This design comes from an exercise in tuning for small area, a short achievable clock period and few clock cycles per item on the open sky130 flow, not from production work. Only the layout flow was run in this run; the RTL was not checked for function there. No activity file was given, so power comes from the tool's default toggle rates.

`config.mk`:
```
export PLATFORM = sky130hd
export DESIGN_NAME = time_ordered_event_queue
export DESIGN_NICKNAME = time_ordered_event_queue
export VERILOG_FILES = /design/flow/design.v
export SDC_FILE = /design/flow/constraint.sdc
export NUM_CORES = 4
export LEC_CHECK = 0
export CAP_MARGIN = 20
export CORE_MARGIN = 2
export CORE_UTILIZATION = 40
export SLEW_MARGIN = 20
```
`constraint.sdc`:
```
create_clock -name core_clock -period 4.5 [get_ports {clock}]
set_input_delay 0.9000 -clock core_clock [delete_from_list [all_inputs] [get_ports {clock}]]
set_output_delay 0.9000 -clock core_clock [all_outputs]
set_load 0.01 [all_outputs]
```
`run.sh`:
```
#!/bin/bash
# synth_recipe.tcl (not shown) runs the flow's synth.tcl, then flattens the netlist and writes it again
# the make line also repeats each setting of config.mk as NAME=value (left out here)
make -C /OpenROAD-flow-scripts/flow DESIGN_CONFIG=/design/flow/config.mk WORK_HOME=/design/flow/orfs CLKGATE_MAP_FILE= SYNTH_SCRIPT=/design/flow/synth_recipe.tcl finish
```
`design.v`:
```
`default_nettype none
package toeq_pkg;
   localparam int TimeWidth  = 32;
   localparam int IdentWidth = 16;
   localparam int FillWidth  = 5;
   localparam int EntryWidth = TimeWidth + 1 + IdentWidth;
   typedef enum logic {
      OP_INSERT = 1'b0,
      OP_REMOVE = 1'b1
   } op_type;
   typedef enum logic [1:0] {
      ST_OK    = 2'd0,
      ST_FULL  = 2'd1,
      ST_EMPTY = 2'd2
   } status_type;
endpackage
`default_nettype wire
`default_nettype none
module toeq_cell
(
   input  wire logic                              clock,
   input  wire logic                              load,
   input  wire logic                              sel_new,
   input  wire logic                              sel_prev,
   input  wire logic                              sel_next,
   input  wire logic [toeq_pkg::EntryWidth-1:0]   new_entry,
   input  wire logic [toeq_pkg::EntryWidth-1:0]   prev_entry,
   input  wire logic [toeq_pkg::EntryWidth-1:0]   next_entry,
   output logic      [toeq_pkg::EntryWidth-1:0]   entry
);
   logic [toeq_pkg::EntryWidth-1:0] entry_ff;
   always_ff @(posedge clock) begin
      if (load) begin
         entry_ff <= ({toeq_pkg::EntryWidth{sel_new}}  & new_entry)
                   | ({toeq_pkg::EntryWidth{sel_prev}} & prev_entry)
                   | ({toeq_pkg::EntryWidth{sel_next}} & next_entry);
      end
   end
   assign entry = entry_ff;
endmodule
`default_nettype wire
`default_nettype none
module time_ordered_event_queue
#(
   parameter int DEPTH = 16
) (
   input  wire logic                  clock,
   input  wire logic                  reset,
   input  wire logic                  req_valid,
   output logic                       req_stall,
   input  wire logic                  req_operation,
   input  wire logic [toeq_pkg::TimeWidth-1:0]  req_event_key_time,
   input  wire logic                  req_event_kind,
   input  wire logic [toeq_pkg::IdentWidth-1:0] req_event_ident,
   output logic                       rsp_valid,
   input  wire logic                  rsp_stall,
   output logic                       rsp_head_valid,
   output logic [toeq_pkg::TimeWidth-1:0]       rsp_head_time,
   output logic                       rsp_head_kind,
   output logic [toeq_pkg::IdentWidth-1:0]      rsp_head_ident,
   output logic [toeq_pkg::FillWidth-1:0]       rsp_fill_count,
   output logic [1:0]                 rsp_status
);
   localparam int EW = toeq_pkg::EntryWidth;
   localparam int TW = toeq_pkg::TimeWidth;
   localparam int CountWidth = $clog2(DEPTH + 1);
   logic                  r0_valid;
   logic                  r0_op;
   logic [EW-1:0]         r0_event;
   logic [DEPTH-1:0]      r0_lt;       
   logic [CountWidth-1:0] count_ff, count_in;
   logic                  head_valid_ff;
   toeq_pkg::status_type  status_ff, status;
   logic                  rsp_valid_ff;
   logic [DEPTH-1:0][EW-1:0] entry;
   logic                  rsp_hold, exec, take;
   logic                  is_full, is_empty, ins_ok, rem_ok;
   logic [DEPTH-1:0]      occupied, keep;
   logic [DEPTH:0]        keep_ext;    
   logic [EW-1:0]         in_event;
   logic [DEPTH-1:0]      cmp;         
   logic                  cmp_new;     
   logic [DEPTH-1:0]      lt_in;
   assign in_event = {req_event_key_time, req_event_kind, req_event_ident};
   assign rsp_hold  = rsp_valid_ff && rsp_stall;
   assign exec      = r0_valid && !rsp_hold;
   assign req_stall = r0_valid && rsp_hold;
   assign take      = !req_stall;
   assign is_full  = count_ff[CountWidth-1];
   assign is_empty = (count_ff == '0);
   assign ins_ok   = exec && (r0_op == toeq_pkg::OP_INSERT) && !is_full;
   assign rem_ok   = exec && (r0_op == toeq_pkg::OP_REMOVE) && !is_empty;
   assign keep_ext[0] = 1'b1;
   for (genvar i = 0; i < DEPTH; i++) begin : g_keep
      assign occupied[i]   = (count_ff > CountWidth'(i));
      assign keep[i]       = occupied[i] && !r0_lt[i];
      assign keep_ext[i+1] = keep[i];
   end
   always_comb begin
      status   = toeq_pkg::ST_OK;
      count_in = count_ff;
      if (r0_op == toeq_pkg::OP_INSERT) begin
         if (is_full) status = toeq_pkg::ST_FULL;
      end else begin
         if (is_empty) status = toeq_pkg::ST_EMPTY;
      end
      if (ins_ok) count_in = count_ff + 1'b1;
      if (rem_ok) count_in = count_ff - 1'b1;
   end
   for (genvar i = 0; i < DEPTH; i++) begin : g_cell
      logic load, sel_new, sel_prev, sel_next;
      logic [EW-1:0] prev_entry, next_entry;
      if (i == 0) begin : g_first
         assign prev_entry = '0;
         assign load     = reset || (ins_ok && !keep[i]) || rem_ok;
         assign sel_new  = !reset && (r0_op == toeq_pkg::OP_INSERT);
         assign sel_prev = 1'b0;
         assign sel_next = !reset && (r0_op == toeq_pkg::OP_REMOVE) && occupied[1];
      end else begin : g_rest
         assign prev_entry = entry[i-1];
         assign load     = (ins_ok && !keep[i]) || (rem_ok && (i != DEPTH - 1));
         assign sel_new  = (r0_op == toeq_pkg::OP_INSERT) && keep_ext[i];
         assign sel_prev = (r0_op == toeq_pkg::OP_INSERT) && !keep_ext[i];
         assign sel_next = (r0_op == toeq_pkg::OP_REMOVE);
      end
      if (i == DEPTH - 1) begin : g_last
         assign next_entry = '0;
      end else begin : g_inner
         assign next_entry = entry[i+1];
      end
      toeq_cell u_cell (
         .clock      (clock),
         .load       (load),
         .sel_new    (sel_new),
         .sel_prev   (sel_prev),
         .sel_next   (sel_next),
         .new_entry  (r0_event),
         .prev_entry (prev_entry),
         .next_entry (next_entry),
         .entry      (entry[i])
      );
      assign cmp[i] = (req_event_key_time < entry[i][EW-1 -: TW]);
   end
   assign cmp_new = (req_event_key_time < r0_event[EW-1 -: TW]);
   for (genvar i = 0; i < DEPTH; i++) begin : g_lt
      logic cmp_prev, cmp_next;
      if (i == 0) begin : g_first
         assign cmp_prev = 1'b0;
      end else begin : g_rest
         assign cmp_prev = cmp[i-1];
      end
      if (i == DEPTH - 1) begin : g_last
         assign cmp_next = cmp[i];
      end else begin : g_inner
         assign cmp_next = cmp[i+1];
      end
      always_comb begin
         lt_in[i] = cmp[i];
         if (ins_ok && !keep[i]) lt_in[i] = keep_ext[i] ? cmp_new : cmp_prev;
         if (rem_ok)             lt_in[i] = cmp_next;
      end
   end
   always_ff @(posedge clock) begin
      if (reset) begin
         r0_valid      <= 1'b0;
         count_ff      <= '0;
         head_valid_ff <= 1'b0;
         rsp_valid_ff  <= 1'b0;
      end else begin
         r0_valid      <= take ? req_valid : r0_valid;
         count_ff      <= count_in;
         head_valid_ff <= (count_in != '0);
         rsp_valid_ff  <= exec || rsp_hold;
      end
   end
   always_ff @(posedge clock) begin
      if (take) begin
         r0_op    <= req_operation;
         r0_event <= in_event;
         r0_lt    <= lt_in;
      end
      if (exec) begin
         status_ff <= status;
      end
   end
   assign rsp_valid      = rsp_valid_ff;
   assign rsp_head_valid = head_valid_ff;
   assign rsp_head_time  = entry[0][EW-1 -: TW];
   assign rsp_head_kind  = entry[0][toeq_pkg::IdentWidth];
   assign rsp_head_ident = entry[0][toeq_pkg::IdentWidth-1:0];
   assign rsp_fill_count = count_ff;
   assign rsp_status     = status_ff;
endmodule
`default_nettype wire
```
==> notes.md <==
-- power groups by stage --
stage | clock [mW] | combinational [mW] | sequential [mW]
final | 8.24 | 3.09 | 9.81
after global routing | 8.67 | 3.45 | 9.86
after CTS | 8.38 | 3.08 | 9.79
after detailed placement | 0 | 3.07 | 9.95
after global placement | 0 | 3.00 | 9.95
after floorplan | 0 | 2.05 | 9.75
-- worst max path at each step --
stage / endpoint / start / slack (ns) / depth (start not counted)
2_1_floorplan: r0_lt[10] / rsp_stall / -1.17 / 7
3_3_place_gp: r0_lt[10] / req_event_key_time[1] / 0.13 / 9
3_5_place_dp: r0_lt[10] / req_event_key_time[1] / 0.09 / 9
4_1_cts: r0_lt[8] / req_event_key_time[1] / 0.86 / 9
5_1_grt: r0_lt[12] / r0_event[32] / 0.77 / 10
6_report: r0_lt[10] / req_event_key_time[1] / 0.84 / 9
-- worst min-delay path, cell delays in order, from the launching register on --
cell and delay, ns:
edfxtp_1 0.32, nand2_1 0.05, o21ai_0 0.06
-- state kept, by name, indices dropped and copies added, names as in the netlist --
register,count
r0_lt,16
r0_op,1
r0_valid,1
r0_event,49
count_ff,5
rsp_valid_ff,1
status_ff,2
head_valid_ff,1
g_cell.u_cell.entry_ff,784
-- kinds of logic (layout without fill, tap and decap cells) --
kind of cell / count (synthesis) / in the layout
buffers and inverters: 981 / 1030
flip-flops: 860 / 860
XOR/XNOR: 3 / 3
AO/OA/AOI/OAI: 1492 / 1492
multiplexers: 473 / 473
AND/OR/NAND/NOR: 1286 / 1286
adder cells (fa/ha/maj): 532 / 532
-- synth_stat cells, drive strengths merged, types with 3 or more instances --
master	number	share of area (%)
o221ai	14	0.22
a21oi	427	3.9
a2111oi	12	0.22
a31oi	12	0.14
o22ai	5	0.056
buf	125	1.4
a21o	51	0.69
nand2b	19	0.23
a211o	4	0.063
nor2	315	2.1
or3	14	0.16
clkbuf	301	2.0
dfxtp	8	0.29
nor4	16	0.19
and2	4	0.050
nand3	48	0.43
a2111o	3	0.061
nor3b	7	0.095
a32oi	6	0.095
a221o	5	0.090
o21a	17	0.23
nor3	36	0.33
ha	532	12
a41oi	5	0.079
a221oi	5	0.079
edfxtp	852	46
mux2i	472	8.5
nor2b	10	0.11
o211ai	17	0.23
and3	5	0.056
o2111ai	4	0.063
o21ai	605	5.5
nand4	78	0.88
o31ai	5	0.068
a22oi	9	0.12
nand2	712	4.8
and4	13	0.21
a22o	49	0.78
inv	555	3.8
a211oi	223	3.0
-- area by class of cell --
cell class              instances  area share (%)
flip-flops and latches        860            41.5
clock inverters                68           0.969
multi-input cells            3786            41.8
well taps                    1794            3.62
inverters                     555            3.36
repair buffers                289            4.48
clock buffers                 118            4.21
-- through the flow --
step           hold slack (ns)  setup slack, ns  power (mW)
2_1_floorplan            0.459            -1.17        11.8
3_3_place_gp             0.507            0.132        12.9
3_5_place_dp             0.528           0.0873        13.0
4_1_cts                  0.526            0.862        21.3
5_1_grt                  0.554            0.770        22.0
6_report                 0.528            0.837        21.1
-- per-layer routing --
metal | vias up | track usage, % | wire length, µm | share of wire [%]
li1 | 20212 | - | - | -
met1 | 20373 | 32.2 | 75800 | 46
met2 | 1232 | 36.0 | 73500 | 45
met3 | 239 | 3.97 | 10300 | 6.2
met4 | 0 | 7.23 | 5150 | 3.1
met5 | - | 0 | 0 | 0
==> out/qor.txt <==
Slew HR - 20.2%
CP delay by family, top - compound AO/OA/AOI/OAI gates
Row Count - 136
multi-input logic area - 25900 µm²
post-synthesis compound-gate area fraction - 15.9%
via density per instance - 5.63
Hold Path Origin - g_cell[15].u_cell.entry_ff[7]
Clock Path Buffers - 3
setup TNS - 0 ns
Final min period - 3.66 ns
H-tree depth - 3
synthesized cell area - 55400 µm²
Flop pwr share - 46.4%
R2R Path Start - r0_event[32]
PostCTS Resize Cnt - 0
CP Class - input port to flop
fin cells - 7470
Worst-Margin Slew - 1.19 ns
area grow syn2layout - 12.0%
count of final setup violators - 0
CTS root buf - clkbuf_16
endpoints failing hold - 0
antenna violations before repair - 2
Die Wd - 376 µm
DRT iter0 DRCs - 3889
Post-Synthesis Cells - 5627
#FFs+latches synth - 860
layout net count - 6179
CTS tree - done
status - no timing/DRC/antenna violations
Critical Path Slowest Stage Cell - clkdlybuf4s50_1
hold path cells - 2
Net Sw Frac - 27.9%
ant diodes - 0
CTS Buf Count - 101
sequential cell area - 25700 µm²
DP Area - 58800 µm²
Post-Synth XOR/XNOR Area - 0.0475%
Mean Syn Cell Area - 9.84 µm²
Max Cap Violations - 0
DIE HEIGHT - 376 µm
final core occ - 45.1%
register area share after synthesis - 46.5%
Crit path buffers/inverters - 2
R2R depth - 10
initial cell density of the core - 40.3%
Synth async-reset ratio - 0%
Synth Area in Adders - 12.0%
Post-synth EDFFs - 852
Remaining DRCs - 0
Clock transition at path regs - 0.06 ns
clock skew - 0.0363 ns
Tot GR Track Use - 22.9%
Post-CTS Setup Bufs - 0
crit-path cells - clkdlybuf4s50_1, ha_1, a2111oi_0, nor4_1, buf_4, or3_1, a31oi_1, a22oi_1, o211ai_1
Syn Nets - 6213
max incr delay on CP - 0.94 ns
CTS sink cnt - 860
first-pass GRT wire length - 250000 µm
Initial DRT Pass Iterations - 6
Tcrit/Tclk final - 81.4%
mux cell area share after synthesis - 8.56%
post-route cell area - 62000 µm²
reg2reg end - r0_lt[13]
critical path arrival - 4.22 ns
VDD IR-drop max - 0.284 mV
RSZ-0062 raised after global routing - no
commonest non-fill, non-tap cells in the layout - edfxtp_1, nand2_1, o21ai_0, inv_1, ha_1
largest net degree at the start of global routing - 234
Synth Area in Simple Gates - 9.83%
grt ovf - 0
Via Count - 42056
ys flop type - edfxtp_1
Data required, critical path - 5.05 ns
pwr dens - 341 nW/µm²
commonest non-fill, non-tap cell in the layout - edfxtp_1
Slew Limit Fails - 0
reg2reg setup slack - 0.86 ns
Distinct cells, synth - 68
share of layout cells above drive strength 1 - 6.55%
synth warn - 2
CTS Hold Bufs - 0
GP Congestion - 0.896
Comb pwr share - 14.6%
post-route ant nets - 0
clock group share of total power - 39.0%
largest family of logic cells by synthesized area - compound AO/OA/AOI/OAI gates
via count of the first global-routing pass - 40911
Worst-Skew Late Latency - 0.73 ns
static leakage - 23.9 nW
fill count - 12988
area of the die - 141000 µm²
input/output buffers - 112
Final HPWL DP - 117000 µm
placed cells - 7284
Internal - 15.2 mW
Top Ports - 113
Hold/Removal Path Class - flop to flop
WHS Endpoint - g_cell[14].u_cell.entry_ff[7]
core area - 137000 µm²
crit path max fanout - 12
FMAX - 273 MHz
crit end category - flop
Critical Path Source Type - input port
Sw Pwr - 5.90 mW
final WL - 165000 µm
DR WL/cell - 22.0 µm

-- what the ideal ports hide --
Ports are ideal in the flow. The routed layout listed here was re-timed in OpenROAD. Step 1: set_driving_cell puts a clkbuf_16 on clock and a buf_2 on each other input, an assumption about the parent block. Step 2 adds t to the input delays and takes it off the output delays; t is the mean of the earliest and latest rising clock arrival at the registers after step 1. Input paths then give back, and output paths get back, about the clock's delay inside the block. a / b / c = ideal / step 1 / step 2; a / b = the first two.
shift t [ns]: 0.784
setup WS [ns]: 0.837 / 0.860 / 0.105
worst setup path after step 2: input to register
worst slew at a driven data input, ns: 0.08
pins driven straight from the clock port: 1
After both steps setup and hold are still met in this run. For this run, drivers alone change the setup slack by +0.023 ns; drivers and shift together by -0.732 ns.
